This design comes from an exercise in tuning for small area on the open sky130 flow, not from production work. Only simulation tests tie the RTL to the original design; equivalence was not proved. Power and IR drop assume default switching activity.

==> 02-28 <==
// matmul_datapath
module matmul_datapath (
  input  wire logic                                  clk,
  input  wire logic                                  clr_n,
  input  wire logic [2:0]                            a_en,
  input  wire logic [2:0]                            a_we,
  input  wire logic [5:0]                            a_addr,
  input  wire logic [47:0]                           a_din,
  input  wire logic [2:0]                            b_en,
  input  wire logic [2:0]                            b_we,
  input  wire logic [5:0]                            b_addr,
  input  wire logic [47:0]                           b_din,
  input  wire logic                                  pe_start,
  input  wire logic                                  pe_valid,  
  input  wire logic                                  pe_last,
  input  wire logic                                  capture,
  input  wire logic                                  buf_clear,
  input  wire logic                                  c_wr,
  input  wire logic [3:0]                            c_addr,
  input  wire logic [3:0]                            drain_idx,
  input  wire logic                                  rd_en,
  input  wire logic [3:0]                            rd_addr,
  output logic      [33:0]                           dout_c,
  output logic      [8:0]                            pe_done,
  output logic                                       buf_valid
);
  localparam int DW  = 16;
  localparam int AW  = (2 * 16 + 2);
  localparam int NPE = 3 * 3;
  logic [3*DW-1:0] a_rd;        
  logic [3*DW-1:0] b_rd;        
  logic [NPE*AW-1:0]       pe_sums_n;   
  logic [NPE*2-1:0] pe_cys_n;   
  logic                    pe_zero;     
  logic                    done;        
  logic [AW-1:0]           drain_data;  
  for (genvar g = 0; g < 3; g++)
  begin : g_bank
    dp_bram #(.ADDR_W(2), .DATA_W(DW)) u_a_bank (
      .clk      (clk),
      .wr_en    (a_en[g]),
      .wr_we    (a_we[g]),
      .wr_addr  (a_addr[g*2 +: 2]),
  ...
Settings: LEC_CHECK=0, CAP_MARGIN=20, CORE_MARGIN=2, CORE_UTILIZATION=65, SLEW_MARGIN=20; clock period 10.0 ns.
standard.sh (not shown) runs the stock make flow with config.mk's settings and CLKGATE_MAP_FILE= SYNTH_SCRIPT=/design/flow/synth_recipe.tcl, a recipe that flattens the netlist after the stock synthesis.
==> flow/flow/run.sh <==
#!/bin/bash
# Own layout flow:
#  1. the standard synthesis (standard.sh synth);
#  2. a polarity clean-up of its netlist (flow/polarity.py): inverters and
#     buffers between cells are dissolved, three-input ANDs that share an
#     input pair with many others are split so the pair is computed once,
#     4:1 muxes become and-or-invert gates over shared decoded selects,
#     full/half adders and simple gates
#     are re-typed to read/drive complemented values so that few inverters
#     remain; registers are untouched. The result is checked equivalent to the
#     standard netlist (registers cut into ports by name, ABC cec) and used
#     only if that check passes;
#  3. the standard layout (standard.sh finish) from that netlist, with the
#     clock tree built from clusters of up to 16 sinks per clkbuf_8 and no
#     dummy loads,
#     and the port buffers made with the smallest buffer.
set -euo pipefail
Y=$FLOW_HOME/../tools/install/yosys/bin
export PATH=$Y:$PATH
LIB=$FLOW_HOME/platforms/$FLOW_PLATFORM/lib/sky130_fd_sc_hd__tt_025C_1v80.lib
R=orfs/results/$FLOW_PLATFORM/matmul_datapath/base

bash standard.sh synth > synth.log 2>&1

cp $R/1_2_yosys.v std_netlist.v
if python3 flow/polarity.py $LIB std_netlist.v pol_netlist.v --buffers --factor --mux4 > polarity.log 2>&1 \
   && bash flow/toaig.sh $LIB std_netlist.v std.aig > aig_std.log 2>&1 \
   && bash flow/toaig.sh $LIB pol_netlist.v pol.aig > aig_pol.log 2>&1 \
   && yosys-abc -c "cec std.aig pol.aig" > cec.log 2>&1 \
   && grep -q "Networks are equivalent" cec.log; then
  echo "using the polarity-optimised netlist" | tee -a polarity.log
  cp pol_netlist.v $R/1_2_yosys.v
  rm -f $R/1_synth.odb $R/1_synth.sdc
else
  echo "polarity clean-up not used" | tee -a polarity.log
fi

CTS="-sink_clustering_enable -repair_clock_nets -dont_use_dummy_load"
CTS="$CTS -sink_clustering_size 16 -sink_clustering_max_diameter 60"
CTS="$CTS -buf_list sky130_fd_sc_hd__clkbuf_8"
bash standard.sh "CTS_ARGS=$CTS" \
  "BUFFER_PORTS_ARGS=-buffer_cell sky130_fd_sc_hd__buf_1" finish > layout.log 2>&1
Other scripts of this flow, unchanged in this note and not shown: flow/flow/cutregs.py, flow/flow/polarity.py, flow/flow/toaig.sh
==> 12-08: changes against 02-28 <==
--- a/flow/flow/run.sh
+++ b/flow/flow/run.sh
@@ -12,5 +12,5 @@
 #     only if that check passes;
 #  3. the standard layout (standard.sh finish) from that netlist, with the
-#     clock tree built from clusters of up to 16 sinks per clkbuf_8 and no
+#     clock tree built from clusters of up to 14 sinks per clkbuf_8 and no
 #     dummy loads,
 #     and the port buffers made with the smallest buffer.
@@ -37,5 +37,5 @@
 
 CTS="-sink_clustering_enable -repair_clock_nets -dont_use_dummy_load"
-CTS="$CTS -sink_clustering_size 16 -sink_clustering_max_diameter 60"
+CTS="$CTS -sink_clustering_size 14 -sink_clustering_max_diameter 60"
 CTS="$CTS -buf_list sky130_fd_sc_hd__clkbuf_8"
 bash standard.sh "CTS_ARGS=$CTS" \
--- a/flow/config.mk
+++ b/flow/config.mk
@@ -6,6 +6,6 @@
 export NUM_CORES = 4
 export LEC_CHECK = 0
-export CAP_MARGIN = 20
+export CAP_MARGIN = 10
 export CORE_MARGIN = 2
-export CORE_UTILIZATION = 65
-export SLEW_MARGIN = 20
+export CORE_UTILIZATION = 60
+export SLEW_MARGIN = 10
==> summary.txt <==
status: finished clean
Routed WL: 400 mm
bufs w/o clock: 639
WP data required: 10820 ps
Overall Global Routing Usage: 41.8%
Post-Place Worst Slack: -39.4 ps
Nets: 11800
First-pass DRT Iterations: 9
number of global-route vias before repair: 82400
register fraction of the total cell area: 37.6%
That was 12-08.
==> summary.txt <==
status: finished clean
register fraction of the total cell area: 37.9%
Routed WL: 399 mm
bufs w/o clock: 618
Nets: 11800
Post-Place Worst Slack: 183 ps
number of global-route vias before repair: 85000
First-pass DRT Iterations: 7
That was 02-28.

---

==> inputs of branch juniper <==
matmul_datapath, a different RTL version from the one above (not shown whole).
clock: 10.0 ns
lec_check: 0
cap_margin: 20
core_margin: 2
core_utilization: 55
slew_margin: 20
==> flow/flow/run.sh <==
#!/bin/bash
# Own layout flow:
#  1. the standard synthesis (standard.sh synth);
#  2. a polarity clean-up of its netlist (flow/polarity.py): inverters and
#     buffers between cells are dissolved, three-input ANDs that share an
#     input pair with many others are split so the pair is computed once,
#     full/half adders and simple gates
#     are re-typed to read/drive complemented values so that few inverters
#     remain; registers are untouched. The result is checked equivalent to the
#     standard netlist (registers cut into ports by name, ABC cec) and used
#     only if that check passes;
#  3. the standard layout (standard.sh finish) from that netlist, with the
#     clock tree built from fewer, larger sink clusters and no dummy loads,
#     and the port buffers made with the smallest buffer.
set -euo pipefail
Y=$FLOW_HOME/../tools/install/yosys/bin
export PATH=$Y:$PATH
LIB=$FLOW_HOME/platforms/$FLOW_PLATFORM/lib/sky130_fd_sc_hd__tt_025C_1v80.lib
R=orfs/results/$FLOW_PLATFORM/matmul_datapath/base

bash standard.sh synth > synth.log 2>&1

cp $R/1_2_yosys.v std_netlist.v
if python3 flow/polarity.py $LIB std_netlist.v pol_netlist.v --buffers --factor > polarity.log 2>&1 \
   && bash flow/toaig.sh $LIB std_netlist.v std.aig > aig_std.log 2>&1 \
   && bash flow/toaig.sh $LIB pol_netlist.v pol.aig > aig_pol.log 2>&1 \
   && yosys-abc -c "cec std.aig pol.aig" > cec.log 2>&1 \
   && grep -q "Networks are equivalent" cec.log; then
  echo "using the polarity-optimised netlist" | tee -a polarity.log
  cp pol_netlist.v $R/1_2_yosys.v
  rm -f $R/1_synth.odb $R/1_synth.sdc
else
  echo "polarity clean-up not used" | tee -a polarity.log
fi

CTS="-sink_clustering_enable -repair_clock_nets -dont_use_dummy_load"
CTS="$CTS -sink_clustering_size 24 -sink_clustering_max_diameter 80"
CTS="$CTS -buf_list sky130_fd_sc_hd__clkbuf_16"
bash standard.sh "CTS_ARGS=$CTS" \
  "BUFFER_PORTS_ARGS=-buffer_cell sky130_fd_sc_hd__buf_1" finish > layout.log 2>&1
Other scripts of this flow, unchanged in this note and not shown: flow/flow/cutregs.py, flow/flow/polarity.py, flow/flow/toaig.sh
==> inputs of branch tundra, as changes to branch juniper <==
--- a/flow/design.v
+++ b/flow/design.v
@@ -691,12 +691,12 @@
   input  wire logic                                   start,    
   input  wire logic                                   valid,
   input  wire logic                                   last,
   input  wire logic [3*16-1:0]        a_rd,     
   input  wire logic [3*16-1:0]        b_rd,     
-  output logic [3*3*(2 * 16 + 2)-1:0]      sums,     
-  output logic [3*3*2-1:0]     carries,  
+  output logic [3*3*(2 * 16 + 2)-1:0]      sums_n,     
+  output logic [3*3*2-1:0]     carries_n,  
   output logic                                        zero,     
   output logic                                        done
 );
   localparam int DW = 16;
   localparam int AW = (2 * 16 + 2);
@@ -726,27 +726,27 @@
   for (genvar r = 0; r < 3; r++)
   begin : g_row
     for (genvar c = 0; c < 3; c++)
     begin : g_col
       localparam int I = r * 3 + c;
-      logic [AW-1:0] sum_q, sum_d;
-      logic [NS-1:0] cy_q, cy_d;
+      logic [AW-1:0] sum_nq, sum_d;  
+      logic [NS-1:0] cy_nq, cy_d;
       mac_pe u_pe (
         .a     (a_g[r]),
         .b     (b_rd[(c % 3)*DW +: DW]),
-        .s_in  (sum_q & {AW{~clr_s}}),
-        .c_in  (cy_q & {NS{~clr_s}}),
+        .s_in  (~sum_nq & {AW{~clr_s}}),
+        .c_in  (~cy_nq & {NS{~clr_s}}),
         .s_out (sum_d),
         .c_out (cy_d)
       );
       always_ff @(posedge clk)
       begin
-        sum_q <= sum_d;
-        cy_q  <= cy_d;
+        sum_nq <= ~sum_d;
+        cy_nq  <= ~cy_d;
       end
-      assign sums[I*AW +: AW] = sum_q;
-      assign carries[I*NS +: NS] = cy_q;
+      assign sums_n[I*AW +: AW]    = sum_nq;
+      assign carries_n[I*NS +: NS] = cy_nq;
     end
   end
 endmodule
 `default_nettype wire
 `timescale 1ns/1ps
@@ -756,22 +756,22 @@
   input  wire logic                                 clr_n,
   input  wire logic                                 capture,     
   input  wire logic                                 clear,       
   input  wire logic                                 c_wr,        
   input  wire logic [3:0]                           drain_idx,   
-  input  wire logic [3*3*(2 * 16 + 2)-1:0] sums,
-  input  wire logic [3*3*2-1:0] carries,  
+  input  wire logic [3*3*(2 * 16 + 2)-1:0] sums_n,    
+  input  wire logic [3*3*2-1:0] carries_n,  
   input  wire logic                                 zero,        
   output logic      [(2 * 16 + 2)-1:0]                 drain_data,  
   output logic                                      valid        
 );
   localparam int AW   = (2 * 16 + 2);
   localparam int N_PE = 3 * 3;
   localparam int NS   = 2;
   localparam logic [3:0] LAST_IDX = 4'(N_PE - 1);
-  logic [AW-1:0]   entry [N_PE];  
-  logic [N_PE*NS-1:0] ecy;        
+  logic [AW-1:0]   entry_n [N_PE];  
+  logic [N_PE*NS-1:0] ecy_n;        
   logic            ez;            
   always_ff @(posedge clk or negedge clr_n)
   begin
     if (!clr_n)
     begin
@@ -795,29 +795,31 @@
   end
   always_ff @(posedge clk)
   begin
     if (capture)
     begin
-      for (int i = 0; i < N_PE; i++) entry[i] <= sums[i*AW +: AW];
-      ecy <= carries;
+      for (int i = 0; i < N_PE; i++) entry_n[i] <= sums_n[i*AW +: AW];
+      ecy_n <= carries_n;
     end
   end
-  logic [AW-1:0] sel_s;
-  logic [NS-1:0] sel_c;
+  logic [AW-1:0] sel_s, sel_sn;
+  logic [NS-1:0] sel_c, sel_cn;
   always_comb
   begin
-    sel_s = '0;
-    sel_c = '0;
+    sel_sn = '1;
+    sel_cn = '1;
     for (int i = 0; i < N_PE; i++)
     begin
       if (drain_idx == 4'(i))
       begin
-        sel_s = entry[i];
-        sel_c = ecy[i*NS +: NS];
+        sel_sn = entry_n[i];
+        sel_cn = ecy_n[i*NS +: NS];
       end
     end
   end
+  assign sel_s = ~sel_sn;
+  assign sel_c = ~sel_cn;
   localparam int K0 = 12;
   localparam int K1 = 23;
   logic [K1-K0-1:0] mid;
   logic             mid_cy;
   logic [AW-K1-1:0] hi;
@@ -856,12 +858,12 @@
   localparam int DW  = 16;
   localparam int AW  = (2 * 16 + 2);
   localparam int NPE = 3 * 3;
   logic [3*DW-1:0] a_rd;        
   logic [3*DW-1:0] b_rd;        
-  logic [NPE*AW-1:0]       pe_sums;     
-  logic [NPE*2-1:0] pe_cys;     
+  logic [NPE*AW-1:0]       pe_sums_n;   
+  logic [NPE*2-1:0] pe_cys_n;   
   logic                    pe_zero;     
   logic                    done;        
   logic [AW-1:0]           drain_data;  
   for (genvar g = 0; g < 3; g++)
   begin : g_bank
@@ -888,12 +890,12 @@
     .start   (pe_start),
     .valid   (pe_valid),
     .last    (pe_last),
     .a_rd    (a_rd),
     .b_rd    (b_rd),
-    .sums    (pe_sums),
-    .carries (pe_cys),
+    .sums_n    (pe_sums_n),
+    .carries_n (pe_cys_n),
     .zero    (pe_zero),
     .done    (done)
   );
   assign pe_done = {NPE{done}};
   result_buffer u_result_buffer (
@@ -901,12 +903,12 @@
     .clr_n      (clr_n),
     .capture    (capture),
     .clear      (buf_clear),
     .c_wr       (c_wr),
     .drain_idx  (drain_idx),
-    .sums       (pe_sums),
-    .carries    (pe_cys),
+    .sums_n     (pe_sums_n),
+    .carries_n  (pe_cys_n),
     .zero       (pe_zero),
     .drain_data (drain_data),
     .valid      (buf_valid)
   );
   logic [AW-1:0] c_mem [16];
- CAP_MARGIN: 20 -> 10
- CORE_UTILIZATION: 55 -> 65
- SLEW_MARGIN: 20 -> 10
==> summary.txt <==
Between branch juniper and branch tundra, the lower combinational power is in branch tundra (gap about 20%, measured against branch tundra).
Against branch tundra, the worst setup slack of branch juniper is better by 0.16 ns.
Against branch tundra, the routed wire length of branch juniper is larger by about 20%.
Worst hold slack: branch juniper is higher than branch tundra (0.057 ns).
Sequential power is about the same in branch juniper and branch tundra.
==> figures <==
quantity                                               branch juniper            branch tundra
Result of the run                             complete, no violations  complete, no violations
Peak Freq                                                     110 MHz                  108 MHz
Final worst clock skew                                      0.0923 ns                 0.125 ns
Internal power summed over all cells                          15.8 mW                  15.0 mW
Total met2 wirelength after detailed routing                165000 um                146000 um
Seq group                                                     9.75 mW                  9.76 mW
Post-route design area                                    131000 um^2              130000 um^2
Number of global-route vias before repair                       81100                    79400
Area of the mapped netlist                                119000 um^2              119000 um^2
Clock group share of total power                                17.6%                    18.3%
Comb pwr share                                                  42.7%                    38.7%
Average wire per cell in the routed design                    33.8 um                  30.1 um

[afterwards: timing with drivers on the ports]
The flow's constraints put no driver on any port. The routed layouts listed below were extracted and timed again, unchanged, in two steps.
Step 1 assumes that a clkbuf_16 drives the clock port and a buf_2 every other input.
Step 2 moves the port delays by t, midway between the first and last clock arrival at a register: inputs arrive t later, outputs are due t later. That takes back most of the time a late clock gives input paths.
Three values: ideal ports, drivers, drivers and shift; two values: the first two.
| run | t, ns | setup slack, ns | hold WS [ns] | clock arrival spread, ns | worst slew at a driven data input, ns |
|---|---|---|---|---|---|
| 02-28 | 1.026 | 1.087 / 1.122 / 0.096 | 0.400 / 0.400 / 0.400 | 0.108 / 0.107 | 0.08 |
| 12-08 | 1.002 | 0.928 / 0.973 / -0.029 | 0.382 / 0.382 / 0.382 | 0.147 / 0.147 | 0.25 |
| branch juniper | 0.873 | 0.938 / 0.959 / 0.086 | 0.384 / 0.384 / 0.384 | 0.092 / 0.092 | 0.12 |
| branch tundra | 0.848 | 0.775 / 0.821 / -0.026 | 0.328 / 0.328 / 0.328 | 0.125 / 0.125 | 0.09 |
With both steps, setup timing fails in 12-08 and branch tundra, where it was met with ideal ports. The setup slack of 02-28, which loses most, moves by +0.035 ns with the drivers and by -0.991 ns with both steps.
